What follows belongs to an exercise in optimizing a design on an open flow for small area, a short achievable clock period and few clock cycles per item; a production flow would make more cautious choices.

==> flow/design.v <==
`default_nettype none
package lbm_pkg;
  localparam int q_dirs = 9;
endpackage
`default_nettype wire
`default_nettype none
module moment_add #(
  parameter int W = 33
) (
  input  logic [W-1:0] a,
  input  logic [W-1:0] b,
  input  logic         cin,
  output logic [W-1:0] s,
  output logic         cout
);
  localparam int N  = W + 1;
  localparam int LV = $clog2(N);
  logic [N-1:0] gi, pi;
  logic [N-1:0] g, p;
  logic [N-1:0] gn, pn;
  always_comb begin
    gi = {a & b, cin};
    pi = {a ^ b, 1'b0};
    g  = gi;
    p  = pi;
    for (int l = 1; l <= LV; l++) begin
      gn = g;
      pn = p;
      for (int i = 0; i < N; i++) begin
        if (((i + 1) % (1 << l)) == 0) begin
          gn[i] = g[i] | (p[i] & g[i - (1 << (l - 1))]);
          pn[i] = p[i] & p[i - (1 << (l - 1))];
        end
      end
      g = gn;
      p = pn;
    end
    for (int l = LV - 1; l >= 1; l--) begin
      gn = g;
      pn = p;
      for (int i = 0; i < N; i++) begin
        if (((i + 1) % (1 << l)) == (1 << (l - 1)) && i >= (1 << l)) begin
          gn[i] = g[i] | (p[i] & g[i - (1 << (l - 1))]);
          pn[i] = p[i] & p[i - (1 << (l - 1))];
        end
      end
      g = gn;
      p = pn;
    end
    s    = pi[N-1:1] ^ g[N-2:0];
    cout = g[N-1];
  end
endmodule
`default_nettype wire
`default_nettype none
module fp_divider (
  input  logic               clock_50,
  input  logic               m_idle,
  input  logic               m_acc,
  input  logic               m_abs,
  input  logic               m_step,
  input  logic               m_fin,
  input  logic               first,      
  input  logic               fast,       
  input  logic               hi_en,      
  input  logic               zero_div,
  input  logic               acc_en,     
  input  logic               acc_sub,    
  input  logic [31:0]        term,
  input  logic signed [31:0] rho,
  output logic               fast_ok,
  output logic               neg,        
  output logic               ovf,
  output logic [31:0]        quotient
);
  logic [31:0] rem;
  logic [32:0] low;
  logic        qprev;      
  logic        mag_small;  
  logic        sgn;
  logic        hi;
  logic [32:0] op_a;
  logic [32:0] op_b;
  logic        cin;
  logic [32:0] sum;
  logic        cout;
  logic        qbit;
  logic        sub_d;
  logic        flip;
  logic        inv;
  logic        too_big;
  logic        keep_rem;
  logic        keep_low;
  assign neg = sgn ^ rho[31];
  assign keep_rem = !first || fast;
  assign keep_low = !first || !fast;
  assign sub_d    = qprev || !keep_rem;
  assign flip     = sub_d ^ rho[31];
  assign inv      = (m_abs && low[31]) || (m_fin && neg);
  always_comb begin
    op_a = '0;
    op_b = '0;
    cin  = 1'b0;
    if (m_acc) begin
      op_a = {1'b0, low[31:0]};
      op_b = ({term[31], term} & {33{acc_en}}) ^ {33{acc_sub}};
      cin  = acc_sub;
    end else if (m_step) begin
      op_a = {rem & {32{keep_rem}}, low[32] & keep_low};
      op_b = {sub_d, rho ^ {32{flip}}};
      cin  = flip;
    end else begin
      op_a = '0;
      op_b = low ^ {33{inv}};
      cin  = inv;
    end
  end
  moment_add #(.W(33)) i_add (
    .a    (op_a),
    .b    (op_b),
    .cin  (cin),
    .s    (sum),
    .cout (cout)
  );
  assign qbit    = ~sum[32];
  assign fast_ok = mag_small && !qbit;
  assign too_big = hi || low[32] || (low[31] && (!neg || (low[30:0] != '0)));
  always_ff @(posedge clock_50) begin
    if (m_abs) rem <= {sum[27:0], 4'b0};
    else       rem <= sum[31:0];
    if (m_idle || (m_fin && (zero_div || too_big))) begin
      low <= '0;
    end else if (m_step) begin
      low <= {low[31:1] & {31{keep_low}}, low[0] & keep_low & !first, qbit};
    end else begin
      low <= {1'b0, sum[31:0]};
    end
    if (m_step) qprev <= qbit;
    else        qprev <= 1'b1;
    if (m_abs) begin
      sgn       <= low[31];
      mag_small <= (sum[31:27] == 5'b0);
    end
    if (m_abs) hi <= 1'b0;
    else if (m_step && hi_en && qbit) hi <= 1'b1;
    if (m_idle) ovf <= 1'b0;
    else if (m_fin) ovf <= !zero_div && too_big;
  end
  assign quotient = low[31:0];
endmodule
`default_nettype wire
`default_nettype none
module lbm_moments #(
  parameter int DATA_WIDTH = 32,
  parameter int FRAC_BITS  = 24
) (
  input  logic                          clock_50,
  input  logic                          arst_n,
  input  logic                          req,
  input  logic [lbm_pkg::q_dirs*DATA_WIDTH-1:0]  fin,
  output logic                          ack,
  output logic signed [DATA_WIDTH-1:0]  rho,
  output logic signed [DATA_WIDTH-1:0]  ux,
  output logic signed [DATA_WIDTH-1:0]  uy,
  output logic                          dbz,
  output logic                          ovf_x,
  output logic                          ovf_y
);
  logic        m_idle, m_acc, m_abs, m_step, m_fin, m_ack;
  logic        first;
  logic        fast;
  logic [5:0]  cnt;
  logic [8:1]  tsel;
  logic [8:1]  nsel;
  logic [31:0] term;
  logic        px_en, px_sub, py_en, py_sub;
  logic [31:0] rho_r;
  logic        dbz_r;
  logic        fast_x, fast_y;
  logic        neg_x, neg_y;
  logic        last_step;
  logic        hi_en;
  logic [31:0] term_next;
  logic [31:0] ux_q, uy_q;
  assign rho = rho_r;
  assign dbz = dbz_r;
  assign ux  = ux_q;
  assign uy  = uy_q;
  assign nsel = m_idle ? 8'b0000_0001 : {tsel[7:1], 1'b0};
  always_comb begin
    term_next = '0;
    for (int i = 1; i <= 8; i++) begin
      term_next = term_next | (fin[32*i +: 32] & {32{nsel[i]}});
    end
  end
  assign last_step = fast ? (cnt == 6'd19) : (cnt == 6'd56);
  assign hi_en     = !fast && (cnt != 6'd0) && (cnt <= 6'd23);
  fp_divider div_ux (
    .clock_50  (clock_50),
    .m_idle    (m_idle),
    .m_acc     (m_acc),
    .m_abs     (m_abs),
    .m_step    (m_step),
    .m_fin     (m_fin),
    .first     (first),
    .fast      (fast),
    .hi_en     (hi_en),
    .zero_div  (dbz_r),
    .acc_en    (px_en),
    .acc_sub   (px_sub),
    .term      (term),
    .rho       (rho_r),
    .fast_ok   (fast_x),
    .neg       (neg_x),
    .ovf       (ovf_x),
    .quotient  (ux_q)
  );
  fp_divider div_uy (
    .clock_50  (clock_50),
    .m_idle    (m_idle),
    .m_acc     (m_acc),
    .m_abs     (m_abs),
    .m_step    (m_step),
    .m_fin     (m_fin),
    .first     (first),
    .fast      (fast),
    .hi_en     (hi_en),
    .zero_div  (dbz_r),
    .acc_en    (py_en),
    .acc_sub   (py_sub),
    .term      (term),
    .rho       (rho_r),
    .fast_ok   (fast_y),
    .neg       (neg_y),
    .ovf       (ovf_y),
    .quotient  (uy_q)
  );
  always_ff @(posedge clock_50) begin
    if (m_idle) rho_r <= fin[0 +: 32];
    else        rho_r <= rho_r + term;
    term <= term_next;
    if (m_abs) dbz_r <= (rho_r == '0);
  end
  always_ff @(posedge clock_50 or negedge arst_n) begin
    if (!arst_n) begin
      m_idle <= 1'b1;
      m_acc  <= 1'b0;
      m_abs  <= 1'b0;
      m_step <= 1'b0;
      m_fin  <= 1'b0;
      m_ack  <= 1'b0;
      ack    <= 1'b0;
      first  <= 1'b0;
      fast   <= 1'b0;
      cnt    <= '0;
      tsel   <= '0;
      px_en  <= 1'b0;
      px_sub <= 1'b0;
      py_en  <= 1'b0;
      py_sub <= 1'b0;
    end else begin
      tsel   <= nsel;
      px_en  <= nsel[1] | nsel[3] | nsel[5] | nsel[6] | nsel[7] | nsel[8];
      px_sub <= nsel[3] | nsel[6] | nsel[7];
      py_en  <= nsel[2] | nsel[4] | nsel[5] | nsel[6] | nsel[7] | nsel[8];
      py_sub <= nsel[4] | nsel[7] | nsel[8];
      first <= 1'b0;
      if (m_idle) begin
        if (req) begin
          m_idle <= 1'b0;
          m_acc  <= 1'b1;
        end
      end
      if (m_acc && tsel[8]) begin
        m_acc <= 1'b0;
        m_abs <= 1'b1;
      end
      if (m_abs) begin
        m_abs  <= 1'b0;
        m_step <= 1'b1;
        cnt    <= '0;
      end
      if (m_step) begin
        cnt <= cnt + 6'd1;
        if (cnt == 6'd0) begin
          fast  <= fast_x && fast_y;
          first <= 1'b1;
        end else if (last_step) begin
          m_step <= 1'b0;
          if (fast && !neg_x && !neg_y) begin
            ack   <= 1'b1;
            m_ack <= 1'b1;
          end else begin
            m_fin <= 1'b1;
          end
        end
      end
      if (m_fin) begin
        m_fin <= 1'b0;
        ack   <= 1'b1;
        m_ack <= 1'b1;
      end
      if (m_ack && !req) begin
        m_ack  <= 1'b0;
        ack    <= 1'b0;
        m_idle <= 1'b1;
      end
    end
  end
endmodule
`default_nettype wire
clock: 8.0 ns
lec_check: 0
abc_clock_period_in_ps: 3500
cap_margin: 20
core_margin: 2
core_utilization: 40
setup_slack_margin: 4.5
slew_margin: 20
run.sh (not shown) runs the stock make flow with config.mk's settings and CLKGATE_MAP_FILE= SYNTH_SCRIPT=/design/flow/synth_recipe.tcl, a recipe that flattens the netlist after the stock synthesis.
Then changed:
- ABC_CLOCK_PERIOD_IN_PS: 3500 -> 3000
- SETUP_SLACK_MARGIN: 4.5 -> 5
Outcome:
- maximum frequency stays flat
- cell area falls by 0.62%
- synthesized cell count does not change
- non-clock buffer count falls by 8
- clock skew rises by 0.0053 ns
Function was not checked in any run of this note: the RTL went through the layout flow alone.

port drivers added, routing unchanged:
No port has a modelled driver above. Below, the same layouts with a new extraction and two added sets of constraints.
Step 1: set_driving_cell puts a clkbuf_16 on clock_50 and a buf_2 on each other input, an assumption about the parent block.
Step 2 adds t to the input delays and takes it off the output delays; t is the mean of the earliest and latest rising clock arrival at the registers after step 1. Input paths then give back, and output paths get back, about the clock's delay inside the block.
Three values: no drivers, after step 1, after step 2; two values: the first two.
run | t, ns | slack for setup (ns) | worst data-port slew with drivers (ns) | pins driven straight from the clock port
the first run | 0.637 | 3.436 / 3.436 / 3.436 | 0.16 | 1
the second run | 0.617 | 3.430 / 3.430 / 3.430 | 0.18 | 1
After both steps every run listed still meets setup and hold.
